This is an optimization exercise on Yosys and OpenROAD, whose aim is small area, not a production implementation. At most, simulation tests tie the RTL to the original design; equivalence was not proved. No activity file was given, so power comes from the tool's default toggle rates.

== v20 ==
==> flow/design.v <==
`default_nettype none
package pmp_pkg;
  typedef enum logic [1:0] {
    CSR_RW = 2'd0,
    CSR_RS = 2'd1,
    CSR_RC = 2'd2
  } csr_op_t;
  typedef enum logic [1:0] {
    OFF   = 2'd0,
    TOR   = 2'd1,
    NA4   = 2'd2,
    NAPOT = 2'd3
  } pmp_mode_t;
  typedef struct packed {
    logic      lock;
    logic [1:0] rsvd;
    pmp_mode_t mode;
    logic      x;
    logic      w;
    logic      r;
  } pmp_cfg_t;
  typedef logic [32-1:0] pmpcfg_word_t;
endpackage
`default_nettype wire
`timescale 1ns/1ps
`default_nettype none
module pmp_unit (
  input  logic                   clk,
  input  logic                   rst_n,
  input  logic                   csr_req,
  input  logic [12-1:0] csr_addr,
  input  pmp_pkg::csr_op_t       csr_op,
  input  logic [32-1:0]       csr_wdata,
  output logic                   csr_ack,
  output logic [32-1:0]       csr_rdata,
  output logic                   csr_invalid,
  input  logic                   lookup_valid,
  input  logic [34-1:0]   lookup_addr,
  output logic                   result_valid,
  output logic                   result_match,
  output logic [3-1:0]  result_index,
  output logic [2:0]             result_perm
);
  logic [31:0]     mscratch_q;
  logic [63:0]     cfg_q;           
  logic [255:0]    addr_q;          
  logic            ms_v;
  logic [1:0]      cfg_v;
  logic [7:0]      addr_v;
  logic [1:0] op;
  assign op = csr_op;
  logic start, op_ok, hi_ok, is_misa, is_ms, is_cfg, is_addr, bad;
  logic [1:0] sel_cfg;
  logic [7:0] sel_addr;
  assign start   = csr_req & ~csr_ack;
  assign op_ok   = ~(op[1] & op[0]);
  assign hi_ok   = (csr_addr[11:8] == 4'h3);
  assign is_misa = hi_ok & (csr_addr[7:0] == 8'h01);
  assign is_ms   = hi_ok & (csr_addr[7:0] == 8'h40);
  assign is_cfg  = hi_ok & (csr_addr[7:1] == 7'b1010_000);
  assign is_addr = hi_ok & (csr_addr[7:3] == 5'b1011_0);
  assign bad     = ~op_ok | ~(is_misa | is_ms | is_cfg | is_addr);
  always_comb begin
    for (int j = 0; j < 2; j++) sel_cfg[j] = is_cfg & (csr_addr[0] == j[0]);
    for (int i = 0; i < 8; i++) sel_addr[i] = is_addr & (csr_addr[2:0] == i[2:0]);
  end
  logic [31:0] old_val, new_val;
  always_comb begin
    old_val = {32{is_misa & op_ok}} & 32'h4014_1100;
    old_val = old_val | ({32{is_ms & ms_v & op_ok}} & mscratch_q);
    for (int j = 0; j < 2; j++)
      old_val = old_val | ({32{sel_cfg[j] & cfg_v[j] & op_ok}} & cfg_q[32*j +: 32]);
    for (int i = 0; i < 8; i++)
      old_val = old_val | ({32{sel_addr[i] & addr_v[i] & op_ok}} & addr_q[32*i +: 32]);
  end
  logic [31:0] keep, set;
  assign keep = op[1] ? ~csr_wdata : {32{op[0]}};
  assign set  = op[1] ? 32'h0 : csr_wdata;
  assign new_val = (old_val & keep) | set;
  logic wr;
  assign wr = start & op_ok;
  always_ff @(posedge clk) begin
    if (wr & is_ms) mscratch_q <= new_val;
    for (int j = 0; j < 2; j++)
      if (wr & sel_cfg[j]) cfg_q[32*j +: 32] <= new_val;
    for (int i = 0; i < 8; i++)
      if (wr & sel_addr[i]) addr_q[32*i +: 32] <= new_val;
  end
  always_ff @(posedge clk or negedge rst_n) begin
    if (!rst_n) begin
      ms_v   <= 1'b0;
      cfg_v  <= '0;
      addr_v <= '0;
    end else begin
      if (wr & is_ms) ms_v <= 1'b1;
      for (int j = 0; j < 2; j++)
        if (wr & sel_cfg[j]) cfg_v[j] <= 1'b1;
      for (int i = 0; i < 8; i++)
        if (wr & sel_addr[i]) addr_v[i] <= 1'b1;
    end
  end
  always_ff @(posedge clk or negedge rst_n) begin
    if (!rst_n) csr_ack <= 1'b0;
    else        csr_ack <= csr_req;
  end
  always_ff @(posedge clk) begin
    if (!csr_ack) begin
      csr_rdata   <= old_val;
      csr_invalid <= bad;
    end
  end
  logic [31:0] w;
  assign w = lookup_addr[33:2];
  logic z1, z0;
  assign z1 = ~|w[31:1];
  assign z0 = z1 & ~w[0];
  logic [7:0] lt, eqm, hit;
  logic [23:0] perm;
  for (genvar i = 0; i < 8; i++) begin : g_ent
    logic [31:0] a;
    logic [7:0]  c;
    logic        cv, napot;
    assign a     = addr_q[32*i +: 32];
    assign c     = cfg_q[8*i +: 8];
    assign cv    = cfg_v[i/4];
    assign napot = c[4] & c[3];
    assign perm[3*i +: 3] = c[2:0];
    logic [31:0] g0, e0;
    logic [15:0] g1, e1;
    logic [7:0]  g2, e2;
    logic [3:0]  g3, e3;
    logic [1:0]  g4, e4;
    logic        g5;
    assign g0 = a & ~w;
    assign e0 = ~(a ^ w);
    for (genvar k = 0; k < 16; k++) begin : l1
      assign g1[k] = g0[2*k+1] | (e0[2*k+1] & g0[2*k]);
      assign e1[k] = e0[2*k+1] & e0[2*k];
    end
    for (genvar k = 0; k < 8; k++) begin : l2
      assign g2[k] = g1[2*k+1] | (e1[2*k+1] & g1[2*k]);
      assign e2[k] = e1[2*k+1] & e1[2*k];
    end
    for (genvar k = 0; k < 4; k++) begin : l3
      assign g3[k] = g2[2*k+1] | (e2[2*k+1] & g2[2*k]);
      assign e3[k] = e2[2*k+1] & e2[2*k];
    end
    for (genvar k = 0; k < 2; k++) begin : l4
      assign g4[k] = g3[2*k+1] | (e3[2*k+1] & g3[2*k]);
      assign e4[k] = e3[2*k+1] & e3[2*k];
    end
    assign g5 = g4[1] | (e4[1] & g4[0]);
    assign lt[i] = addr_v[i] & g5;
    logic [16:0] bp;
    logic [15:0] tm;
    assign bp[0] = napot;
    for (genvar k = 0; k < 16; k++) begin : pf
      assign bp[k+1] = bp[k] & a[2*k] & a[2*k+1];
      assign tm[k] = e1[k] | (bp[k] & (e0[2*k+1] | a[2*k]));
    end
    assign eqm[i] = addr_v[i] ? &tm : (c[3] ? z1 : z0);
    logic tor;
    if (i == 0) begin : g_t0
      assign tor = lt[0];
    end else begin : g_tn
      assign tor = lt[i] & ~lt[i-1];
    end
    always_comb begin
      case (c[4:3])
        2'd1:    hit[i] = cv & tor;
        2'd2,
        2'd3:    hit[i] = cv & eqm[i];
        default: hit[i] = 1'b0;
      endcase
    end
  end
  logic       any_hit;
  logic [2:0] hit_idx;
  logic [2:0] hit_perm;
  always_comb begin
    any_hit  = 1'b0;
    hit_idx  = '0;
    hit_perm = '0;
    for (int i = 7; i >= 0; i--) begin
      if (hit[i]) begin
        any_hit  = 1'b1;
        hit_idx  = i[2:0];
        hit_perm = perm[3*i +: 3];
      end
    end
  end
  logic       s1_valid, s1_match;
  logic [2:0] s1_idx, s1_perm;
  always_ff @(posedge clk or negedge rst_n) begin
    if (!rst_n) begin
      s1_valid     <= 1'b0;
      result_valid <= 1'b0;
    end else begin
      s1_valid     <= lookup_valid;
      result_valid <= s1_valid;
    end
  end
  always_ff @(posedge clk) begin
    s1_match     <= any_hit;
    s1_idx       <= hit_idx;
    s1_perm      <= hit_perm;
    result_match <= s1_match;
    result_index <= s1_idx;
    result_perm  <= s1_perm;
  end
endmodule
`default_nettype wire
Settings: LEC_CHECK=0, CAP_MARGIN=20, CORE_MARGIN=2, CORE_UTILIZATION=50, GPL_TIMING_DRIVEN=0, SETUP_SLACK_MARGIN=0.1, SLEW_MARGIN=20; clock period 4.0 ns.
standard.sh (not shown) runs the stock make flow with config.mk's settings and CLKGATE_MAP_FILE= SYNTH_SCRIPT=/design/flow/synth_recipe.tcl, a recipe that flattens the netlist after the stock synthesis.
==> flow/flow/run.sh <==
#!/bin/bash
# The standard layout with these changes:
#  - synthesis maps logic with an area-oriented ABC script (flow/area.abc) instead of
#    ORFS's speed script; everything else in synthesis is the standard flow's own script
#  - ports are buffered with buf_2 rather than the default buffer cell
#  - CTS inserts no dummy loads
set -euo pipefail
here=$(pwd)
export BUFFER_PORTS_ARGS="-buffer_cell sky130_fd_sc_hd__buf_2"
export CTS_ARGS="-sink_clustering_enable -repair_clock_nets -dont_use_dummy_load"
export AREA_ABC_SCRIPT="$here/flow/area.abc"
# The standard flow's synthesis script with abc's script swapped
{ echo "proc abc {args} { set i [lsearch -exact \$args -script]; if {\$i >= 0} { lset args [expr {\$i + 1}] \$::env(AREA_ABC_SCRIPT) }; yosys abc {*}\$args }"; cat synth_recipe.tcl; } > synth_area.tcl
sed "s#SYNTH_SCRIPT=[^ ]*#SYNTH_SCRIPT=$here/synth_area.tcl#" standard.sh > standard_area.sh
grep -q "SYNTH_SCRIPT=$here/synth_area.tcl" standard_area.sh
bash standard_area.sh > make_finish.log 2>&1
==> flow/flow/area.abc <==
&get -n
&st
&dch
&nf
&st
&syn2
&if -g -K 6
&synch2
&nf
&st
&syn2
&if -g -K 6
&synch2
&nf
&st
&dch -f
&nf -R 30
&put
topo
stime -c
The flow completed for v20, but it is not clean: the layout still shows setup timing.
Input-level comparison between v53 and v20:
Settings: a deleted GPL_TIMING_DRIVEN that had been 0.
## What came out
STATUS run=v53 STAGES=ALL_DONE FINAL_CHECKS=FAILED CAUSE=setup timing
Worst setup slack, v20 and v53: lower on v53
Compared to v20, v53 has number of violations reported at the end of detailed-routing iteration 0 about 33% higher.
v20 and v53 ended up with roughly the same share of the cycle needed by the critical path after routing.
Row count of non-CTS buffers in the layout: v53 higher / v20 lower
The following lists how v48 was set up differently from v53:
Settings: swapping 50 for 55 in CORE_UTILIZATION.
==> flow/flow/area.abc <==
&get -n
&st
&dch -f
&nf -R 1000
&st
&dch -f
&nf -R 1000
&put
topo
stime -c
==> run summary <==
STATUS run=v48 STAGES=ALL_DONE FINAL_CHECKS=FAILED CAUSE=setup timing. Total power essentially unchanged between v48 and v53. From v53 to v48 the numbers moved as follows: quantity of I/O buffers inserted on ports did not really move, combinational fraction of design power saw a decrease. A startpoint of the worst setup timing path of csr_addr[3] is what v53 shows, while addr_q[225] belongs to v48.
Function was not checked in any run of this note: the RTL went through the layout flow alone.

* * *

== run 1 ==
pmp_unit, a different RTL version from the one above (not shown whole).
Size in the first run: about 1900 cells after synthesis, roughly 410 flip-flops, roughly 130 I/O pins.
Settings: LEC_CHECK=0, CAP_MARGIN=20, CORE_MARGIN=2, CORE_UTILIZATION=60, GPL_TIMING_DRIVEN=0, SETUP_SLACK_MARGIN=0.25, SLEW_MARGIN=20; clock period 4.0 ns.
==> flow/flow/run.sh <==
#!/bin/bash
# The standard layout with these changes:
#  - synthesis maps logic with an area-oriented ABC script (flow/area.abc) instead of
#    ORFS's speed script; everything else in synthesis is the standard flow's own script
#  - ports are buffered with buf_1 rather than the default buffer cell
#  - CTS uses clkbuf_8 leaf clusters of up to 20 sinks and inserts no dummy loads
set -euo pipefail
here=$(pwd)
export BUFFER_PORTS_ARGS="-buffer_cell sky130_fd_sc_hd__buf_1"
export CTS_ARGS="-sink_clustering_enable -repair_clock_nets -dont_use_dummy_load -buf_list sky130_fd_sc_hd__clkbuf_8 -sink_clustering_size 20"
export AREA_ABC_SCRIPT="$here/flow/area.abc"
# The standard flow's synthesis script with abc's script swapped
{ echo "proc abc {args} { set i [lsearch -exact \$args -script]; if {\$i >= 0} { lset args [expr {\$i + 1}] \$::env(AREA_ABC_SCRIPT) }; yosys abc {*}\$args }"; cat synth_recipe.tcl; } > synth_area.tcl
sed "s#SYNTH_SCRIPT=[^ ]*#SYNTH_SCRIPT=$here/synth_area.tcl#" standard.sh > standard_area.sh
grep -q "SYNTH_SCRIPT=$here/synth_area.tcl" standard_area.sh
bash standard_area.sh > make_finish.log 2>&1
==> flow/flow/area.abc <==
&get -n
&st
&dch
&nf
&st
&syn2
&if -g -K 6
&synch2
&nf
&st
&syn2
&if -g -K 6
&synch2
&nf
&st
&dch -f
&nf -R 30
&put
topo
stime -c
The flow did not stop early for run 1: all stages ran, and the layout cleared the timing, DRC and antenna checks.
diff inputs: run 1 => run 2
diff --git a/flow/flow/run.sh b/flow/flow/run.sh
--- a/flow/flow/run.sh
+++ b/flow/flow/run.sh
@@ -4,9 +4,9 @@
 #    ORFS's speed script; everything else in synthesis is the standard flow's own script
 #  - ports are buffered with buf_1 rather than the default buffer cell
-#  - CTS uses clkbuf_8 leaf clusters of up to 20 sinks and inserts no dummy loads
+#  - CTS uses clkbuf_8 leaf clusters of up to 16 sinks within 80 um and inserts no dummy loads
 set -euo pipefail
 here=$(pwd)
 export BUFFER_PORTS_ARGS="-buffer_cell sky130_fd_sc_hd__buf_1"
-export CTS_ARGS="-sink_clustering_enable -repair_clock_nets -dont_use_dummy_load -buf_list sky130_fd_sc_hd__clkbuf_8 -sink_clustering_size 20"
+export CTS_ARGS="-sink_clustering_enable -repair_clock_nets -dont_use_dummy_load -buf_list sky130_fd_sc_hd__clkbuf_8 -sink_clustering_size 16 -sink_clustering_max_diameter 80"
 export AREA_ABC_SCRIPT="$here/flow/area.abc"
 # The standard flow's synthesis script with abc's script swapped
### Flow results
- Both conditions hold for run 2: the flow ran to the end and the final layout passed the timing, DRC and antenna checks.
- Taking run 1 as the reference point, the setup slack of run 2 falls by 0.12 ns.
- Clock-cell share of area ended up 1.9 points lower on run 2 than on run 1.
- [diff] internal power, run 2 relative to run 1: improvement
- Lower H-tree level count among run 1 and run 2: run 2
### run 2 -> run 3
diff --git a/flow/flow/run.sh b/flow/flow/run.sh
--- a/flow/flow/run.sh
+++ b/flow/flow/run.sh
@@ -4,9 +4,9 @@
 #    ORFS's speed script; everything else in synthesis is the standard flow's own script
 #  - ports are buffered with buf_1 rather than the default buffer cell
-#  - CTS uses clkbuf_8 leaf clusters of up to 16 sinks within 80 um and inserts no dummy loads
+#  - CTS uses clkbuf_8 leaf clusters of up to 20 sinks and inserts no dummy loads
 set -euo pipefail
 here=$(pwd)
 export BUFFER_PORTS_ARGS="-buffer_cell sky130_fd_sc_hd__buf_1"
-export CTS_ARGS="-sink_clustering_enable -repair_clock_nets -dont_use_dummy_load -buf_list sky130_fd_sc_hd__clkbuf_8 -sink_clustering_size 16 -sink_clustering_max_diameter 80"
+export CTS_ARGS="-sink_clustering_enable -repair_clock_nets -dont_use_dummy_load -buf_list sky130_fd_sc_hd__clkbuf_8 -sink_clustering_size 12 -sink_clustering_max_diameter 80"
 export AREA_ABC_SCRIPT="$here/flow/area.abc"
 # The standard flow's synthesis script with abc's script swapped
==> comparison <==
- Part of the power in combinational logic | run 3 below run 2
- Sort run 2 and run 3 by clock network fraction of total power desc -> top: run 3
- Min final worst hold slack across run 2 and run 3: run 2
- Run 2 -> run 3: final standard cell area without fillers flat
- Run 3: PASS, flow complete, no timing, DRC or antenna violations
- Total combinational power for run 3 is lower than for run 2.
- Per the comparison of run 3 with run 2, share of total power consumed by net switching +0.24 points; number of global-route vias before repair +0.40%.
Setup changes, run 3 to run 4
Settings: changing CORE_UTILIZATION from 60 to 50.
==> flow/flow/run.sh <==
#!/bin/bash
# The standard layout with these changes:
#  - synthesis maps logic with an area-oriented ABC script (flow/area.abc) instead of
#    ORFS's speed script; everything else in synthesis is the standard flow's own script
#  - ports are buffered with buf_2 rather than the default buffer cell
#  - CTS inserts no dummy loads
set -euo pipefail
here=$(pwd)
export BUFFER_PORTS_ARGS="-buffer_cell sky130_fd_sc_hd__buf_2"
export CTS_ARGS="-sink_clustering_enable -repair_clock_nets -dont_use_dummy_load -buf_list sky130_fd_sc_hd__clkbuf_8 -sink_clustering_size 20"
export AREA_ABC_SCRIPT="$here/flow/area.abc"
# The standard flow's synthesis script with abc's script swapped
{ echo "proc abc {args} { set i [lsearch -exact \$args -script]; if {\$i >= 0} { lset args [expr {\$i + 1}] \$::env(AREA_ABC_SCRIPT) }; yosys abc {*}\$args }"; cat synth_recipe.tcl; } > synth_area.tcl
sed "s#SYNTH_SCRIPT=[^ ]*#SYNTH_SCRIPT=$here/synth_area.tcl#" standard.sh > standard_area.sh
grep -q "SYNTH_SCRIPT=$here/synth_area.tcl" standard_area.sh
bash standard_area.sh > make_finish.log 2>&1
Findings:
Number of iterations in the first detailed-routing pass in run 4 vs run 3: down 1. Against run 3, run 4 comes in 1.0 points lower on register fraction of the total cell area. Run 4 vs run 3, combinational power share went down by 0.8 points. Between run 3 and run 4, the combined buffer and inverter count along the critical path figures differ only marginally. For the number of filler cells placed in the layout, run 4 came in 43% higher than run 3 did. Measured against each other, run 4 and run 3 differ in detailed placement HPWL, the higher figure coming from run 4.
diff inputs: run 4 => run 5
diff --git a/flow/flow/run.sh b/flow/flow/run.sh
--- a/flow/flow/run.sh
+++ b/flow/flow/run.sh
@@ -4,5 +4,5 @@
 #    ORFS's speed script; everything else in synthesis is the standard flow's own script
 #  - ports are buffered with buf_2 rather than the default buffer cell
-#  - CTS inserts no dummy loads
+#  - CTS uses clkbuf_8 leaf clusters of up to 20 sinks and inserts no dummy loads
 set -euo pipefail
 here=$(pwd)
Findings:
~same minimum period implied by the final worst setup slack in run 4 and run 5
The via count on run 4 is in line with that on run 5.
Post-route worst hold slack came out exactly the same in run 4 and run 5.
Run 4: no failed stages, no open violations at the end
Run 5 was carried through to the last stage, and its layout satisfied the timing, DRC and antenna checks.
Run 4 -> run 5: worst-case setup margin in the final layout delta 0, exact match
Run 4 -> run 5: starting DRC count in detailed routing delta 0, exact match

-- static timing again, ports no longer ideal --
The flow's constraints put no driver on any port. The routed layouts listed below were extracted and timed again, unchanged, in two steps.
Step 1, drivers: a clkbuf_16 drives clk and a buf_2 each remaining input, both assumed.
Step 2 also shifts input and output timing later by t, the mid clock arrival at the registers, as if the neighbouring blocks saw the same clock.
Three values: no drivers, after step 1, after step 2; two values: the first two.
| run | t, ns | setup WS [ns] | hold WS [ns] |
|---|---|---|---|
| v20 | 0.641 | -0.092 / -0.092 / -0.621 | 0.108 / 0.064 / 0.332 |
| v53 | 0.651 | -0.096 / -0.059 / -0.710 | 0.158 / 0.119 / 0.332 |
| v48 | 0.658 | -0.676 / -0.676 / -1.219 | 0.105 / 0.061 / 0.348 |
| run 1 | 0.700 | 0.258 / 0.291 / -0.408 | 0.263 / 0.235 / 0.361 |
| run 2 | 0.695 | 0.139 / 0.171 / -0.524 | 0.227 / 0.200 / 0.373 |
| run 3 | 0.664 | 0.151 / 0.183 / -0.481 | 0.269 / 0.242 / 0.373 |
| run 4 | 0.691 | 0.201 / 0.229 / -0.462 | 0.253 / 0.232 / 0.358 |
| run 5 | 0.691 | 0.201 / 0.229 / -0.462 | 0.253 / 0.232 / 0.358 |
With both steps, setup timing fails in 5 of these runs, where it was met with ideal ports. The setup slack of run 1, which loses most, moves by +0.033 ns with the drivers and by -0.666 ns with both steps.
